Background: an optimization exercise with open tools, aiming at small area, a short achievable clock period and few clock cycles. Do not read the settings as production practice.
The RTL was checked by simulation tests, not by an equivalence proof against the original design.
The flow treats the clock pin as an ideal source. Dropping or thinning the clock tree relies on that and would not hold on a real chip.

## old
==> flow/design.v <==
package lsu_pkg;
	localparam int ADDR_W = 32;                 
	localparam int DATA_W = 32;                 
	localparam int STRB_W = DATA_W / 8;         
	localparam int MEM_WORDS = 256;
	localparam int MEM_IDX_W = $clog2(MEM_WORDS);    
	localparam logic [1:0] SIZE_BYTE = 2'd0;
	localparam logic [1:0] SIZE_HALF = 2'd1;
	localparam logic [1:0] SIZE_WORD = 2'd2;    
	localparam logic [1:0] RESP_OKAY   = 2'b00;
	localparam logic [1:0] RESP_SLVERR = 2'b10;
endpackage
module lsu_rd_ao3 (
	input  logic [95:0] d,       
	input  logic [2:0]  s,       
	output logic [31:0] y_n
);
	assign y_n = ~((d[31:0] & {32{s[0]}}) | (d[63:32] & {32{s[1]}}) |
		(d[95:64] & {32{s[2]}}));
endmodule
module lsu_rd_ao1 (
	input  logic [31:0] d,       
	input  logic        s,       
	output logic [31:0] y_n
);
	assign y_n = ~(d & {32{s}});
endmodule
module lsu_rd_mux #(
	parameter int WORDS = 256,
	parameter int PARTS = 4          
) (
	input  logic [32*WORDS-1:0] words,
	input  logic [WORDS-1:0]    sel,
	output logic [32*PARTS-1:0] q        
);
	localparam int LEAVES = (WORDS + 2) / 3;
	localparam int PER_PART = (LEAVES + PARTS - 1) / PARTS;
	logic [32*LEAVES-1:0] leaf_n;
	for (genvar k = 0; k < LEAVES; k++)
	begin : g_leaf
		if (3*k + 2 < WORDS)
		begin : g_ao3
			lsu_rd_ao3 u_ao (
				.d   (words[96*k +: 96]),
				.s   (sel[3*k +: 3]),
				.y_n (leaf_n[32*k +: 32])
			);
		end
		else if (3*k + 1 < WORDS)
		begin : g_ao2
			lsu_rd_ao3 u_ao (
				.d   ({32'd0, words[96*k +: 64]}),
				.s   ({1'b0, sel[3*k +: 2]}),
				.y_n (leaf_n[32*k +: 32])
			);
		end
		else
		begin : g_ao1
			lsu_rd_ao1 u_ao (
				.d   (words[96*k +: 32]),
				.s   (sel[3*k]),
				.y_n (leaf_n[32*k +: 32])
			);
		end
	end
	always_comb
	begin
		logic [31:0] acc;
		for (int p = 0; p < PARTS; p++)
		begin
			acc = '1;
			for (int k = p*PER_PART; k < (p+1)*PER_PART && k < LEAVES; k++)
				acc = acc & leaf_n[32*k +: 32];
			q[32*p +: 32] = ~acc;
		end
	end
endmodule
module mem_subsys_top (
	input  logic        CLK,
	input  logic        NRST,
	input  logic        load_req,
	input  logic        store_req,
	input  logic [1:0]  size,
	input  logic        is_signed,
	input  logic [31:0] addr,
	input  logic [31:0] wdata,
	output logic        busy,
	output logic        done,
	output logic [31:0] rdata,
	output logic        err
);
	localparam int WORDS = 256;
	localparam int PARTS = 8;        
	logic       init_active;
	logic       busy_q;              
	logic [7:0] init_cnt;
	always_ff @(posedge CLK)
	begin
		if (!NRST)
		begin
			init_active <= 1'b1;
			init_cnt    <= '0;
		end
		else if (init_active)
		begin
			init_cnt <= init_cnt + 1'b1;
			if (init_cnt == 8'hff)
				init_active <= 1'b0;
		end
	end
	always_ff @(posedge CLK)
	begin
		busy_q <= !NRST || (init_active && (init_cnt != 8'hff));
	end
	assign busy = busy_q;
	logic        accept;
	logic        mis;
	logic        oor;
	logic [3:0]  strb;
	logic [31:0] lane_data;
	logic [7:0]  idx;
	assign accept = (load_req || store_req) && !init_active;
	assign oor    = (addr[31:10] != '0);
	assign idx    = init_active ? init_cnt : addr[9:2];
	always_comb
	begin
		case (size)
			2'd0:
			begin
				mis       = 1'b0;
				strb      = 4'b0001 << addr[1:0];
				lane_data = {4{wdata[7:0]}};
			end
			2'd1:
			begin
				mis       = addr[0];
				strb      = addr[1] ? 4'b1100 : 4'b0011;
				lane_data = {2{wdata[15:0]}};
			end
			default:
			begin
				mis       = (addr[1:0] != 2'b00);
				strb      = 4'b1111;
				lane_data = wdata;
			end
		endcase
	end
	logic        s0_ld;      
	logic        s0_done;    
	logic [3:0]  s0_lwe;     
	logic        s0_err;
	logic [WORDS-1:0] s0_sel;    
	logic [31:0] s0_wd;
	logic [1:0]  s0_size;
	logic        s0_sgn;
	logic [1:0]  s0_off;
	always_ff @(posedge CLK)
	begin
		if (!NRST)
		begin
			s0_lwe  <= '0;
			s0_ld   <= 1'b0;
			s0_done <= 1'b0;
		end
		else
		begin
			if (init_active)
				s0_lwe <= 4'b1111;
			else
				s0_lwe <= (accept && store_req && !mis && !oor) ? strb : 4'b0000;
			s0_ld   <= accept && !store_req;
			s0_done <= accept;
		end
	end
	always_ff @(posedge CLK)
	begin
		s0_err  <= mis || oor;
		s0_sel  <= WORDS'(1) << idx;
		s0_wd   <= init_active ? '0 : lane_data;
		s0_size <= size;
		s0_sgn  <= is_signed;
		s0_off  <= addr[1:0];
	end
	logic [32*WORDS-1:0] words;
	logic [32*PARTS-1:0] rparts;
	for (genvar w = 0; w < WORDS; w++)
	begin : g_word
		for (genvar l = 0; l < 4; l++)
		begin : g_lane
			logic [7:0] q;
			always_ff @(posedge CLK)
			begin
				if (s0_sel[w] && s0_lwe[l])
					q <= s0_wd[8*l +: 8];
			end
			assign words[32*w + 8*l +: 8] = q;
		end
	end
	lsu_rd_mux #(.WORDS(WORDS), .PARTS(PARTS)) u_rd (
		.words (words),
		.sel   (s0_sel),
		.q     (rparts)
	);
	logic        s1_ld;
	logic        s1_done;
	logic        s1_err;
	logic [32*PARTS-1:0] s1_parts;
	logic [1:0]  s1_size;
	logic        s1_sgn;
	logic [1:0]  s1_off;
	always_ff @(posedge CLK)
	begin
		if (!NRST)
			s1_done <= 1'b0;
		else
			s1_done <= s0_done;
	end
	always_ff @(posedge CLK)
	begin
		s1_ld   <= s0_ld;
		s1_err  <= s0_err;
		s1_parts <= rparts;
		s1_size <= s0_size;
		s1_sgn  <= s0_sgn;
		s1_off  <= s0_off;
	end
	logic [31:0] s1_word;
	logic [31:0] shifted;
	logic [31:0] result;
	always_comb
	begin
		s1_word = '0;
		for (int p = 0; p < PARTS; p++)
			s1_word = s1_word | s1_parts[32*p +: 32];
	end
	assign shifted = s1_word >> {s1_off, 3'b000};
	always_comb
	begin
		case (s1_size)
			2'd0:    result = {{24{shifted[7] & s1_sgn}}, shifted[7:0]};
			2'd1:    result = {{16{shifted[15] & s1_sgn}}, shifted[15:0]};
			default: result = shifted;
		endcase
	end
	always_ff @(posedge CLK)
	begin
		if (!NRST)
			done <= 1'b0;
		else
			done <= s1_done;
	end
	always_ff @(posedge CLK)
	begin
		err   <= s1_err;
		rdata <= (s1_ld && !s1_err) ? result : '0;
	end
endmodule
Settings: LEC_CHECK=0, CAP_MARGIN=20, CORE_MARGIN=2, CORE_UTILIZATION=70, CTS_CLUSTER_DIAMETER=100, CTS_CLUSTER_SIZE=25, SETUP_SLACK_MARGIN=4.5, SLEW_MARGIN=20, SYNTH_HIERARCHICAL=1; clock period 7.0 ns.
standard.sh (not shown) runs the stock make flow with config.mk's settings and CLKGATE_MAP_FILE= SYNTH_SCRIPT=/design/flow/synth_recipe.tcl, a recipe that flattens the netlist after the stock synthesis.
==> flow/flow/run.sh <==
#!/bin/bash
# The standard layout (standard.sh) with these changes, all through ORFS's
# own hooks:
#  - ports are buffered with buf_4 rather than the smallest buffer;
#  - CTS places no dummy loads (same CTS arguments as ORFS's otherwise).
# The make output goes to standard.log; each ORFS step logs under orfs/logs/.
set -euo pipefail
work=$(pwd)
export PRE_CTS_TCL="$work/flow/cts_hook.tcl"
export CTS_ARGS="-sink_clustering_enable -repair_clock_nets -sink_clustering_size 25 -sink_clustering_max_diameter 100 -dont_use_dummy_load"
export BUFFER_PORTS_ARGS="-buffer_cell sky130_fd_sc_hd__buf_4"
bash standard.sh > "$work/standard.log" 2>&1
Other scripts of this flow, unchanged in this note and not shown: flow/flow/cts_hook.tcl
old: full flow OK, the timing, design-rule and antenna checks passed
Testbench counts of old, summed over its fixed seeds: cycles 12,024.
For new, these inputs were changed with respect to old:
--- a/flow/design.v
+++ b/flow/design.v
@@ -32,5 +32,5 @@
 	input  logic [32*WORDS-1:0] words,
 	input  logic [WORDS-1:0]    sel,
-	output logic [32*PARTS-1:0] q        
+	output logic [32*PARTS-1:0] q_n      
 );
 	localparam int LEAVES = (WORDS + 2) / 3;
@@ -72,5 +72,5 @@
 			for (int k = p*PER_PART; k < (p+1)*PER_PART && k < LEAVES; k++)
 				acc = acc & leaf_n[32*k +: 32];
-			q[32*p +: 32] = ~acc;
+			q_n[32*p +: 32] = acc;
 		end
 	end
@@ -183,5 +183,5 @@
 	end
 	logic [32*WORDS-1:0] words;
-	logic [32*PARTS-1:0] rparts;
+	logic [32*PARTS-1:0] rparts_n;      
 	for (genvar w = 0; w < WORDS; w++)
 	begin : g_word
@@ -200,10 +200,10 @@
 		.words (words),
 		.sel   (s0_sel),
-		.q     (rparts)
+		.q_n   (rparts_n)
 	);
 	logic        s1_ld;
 	logic        s1_done;
 	logic        s1_err;
-	logic [32*PARTS-1:0] s1_parts;
+	logic [32*PARTS-1:0] s1_parts_n;
 	logic [1:0]  s1_size;
 	logic        s1_sgn;
@@ -220,5 +220,5 @@
 		s1_ld   <= s0_ld;
 		s1_err  <= s0_err;
-		s1_parts <= rparts;
+		s1_parts_n <= rparts_n;
 		s1_size <= s0_size;
 		s1_sgn  <= s0_sgn;
@@ -232,5 +232,5 @@
 		s1_word = '0;
 		for (int p = 0; p < PARTS; p++)
-			s1_word = s1_word | s1_parts[32*p +: 32];
+			s1_word = s1_word | ~s1_parts_n[32*p +: 32];
 	end
 	assign shifted = s1_word >> {s1_off, 3'b000};
[summary]
- new and old ended up with roughly the same die extent in x.
- Relative to old, fmax increased by about 0.9% in new.
- Combined global-route utilization of all metal layers: new higher than old
- Changes observed in new relative to old: first-iteration DRC count increased 275, final net count now sits higher, total placed cells including tap cells was more or less identical, combined flip-flop and latch cell area flat.
Testbench counts of new, summed over its fixed seeds: cycles 12,024.

## re-timing with driven ports
In the flow no input, the clock included, has a driving cell. The finished layouts below were timed again as built, in two steps.
Step 1: set_driving_cell puts a clkbuf_16 on CLK and a buf_2 on each other input, an assumption about the parent block.
Step 2 moves the port delays by t, midway between the first and last clock arrival at a register: inputs arrive t later, outputs are due t later. That takes back most of the time a late clock gives input paths.
Slacks: no drivers / after step 1 / after step 2; pairs: no drivers / after step 1.
run	t (ns)	setup WS [ns]	worst slew at a driven data input, ns	cell pins on the clock port's net
old	0.867	4.357 / 4.189 / 3.730	0.26	4
new	0.875	4.380 / 4.156 / 3.805	0.51	4
After both steps setup and hold are still met in every run listed. The setup slack of old, which loses most, moves by -0.168 ns with the drivers and by -0.627 ns with both steps.
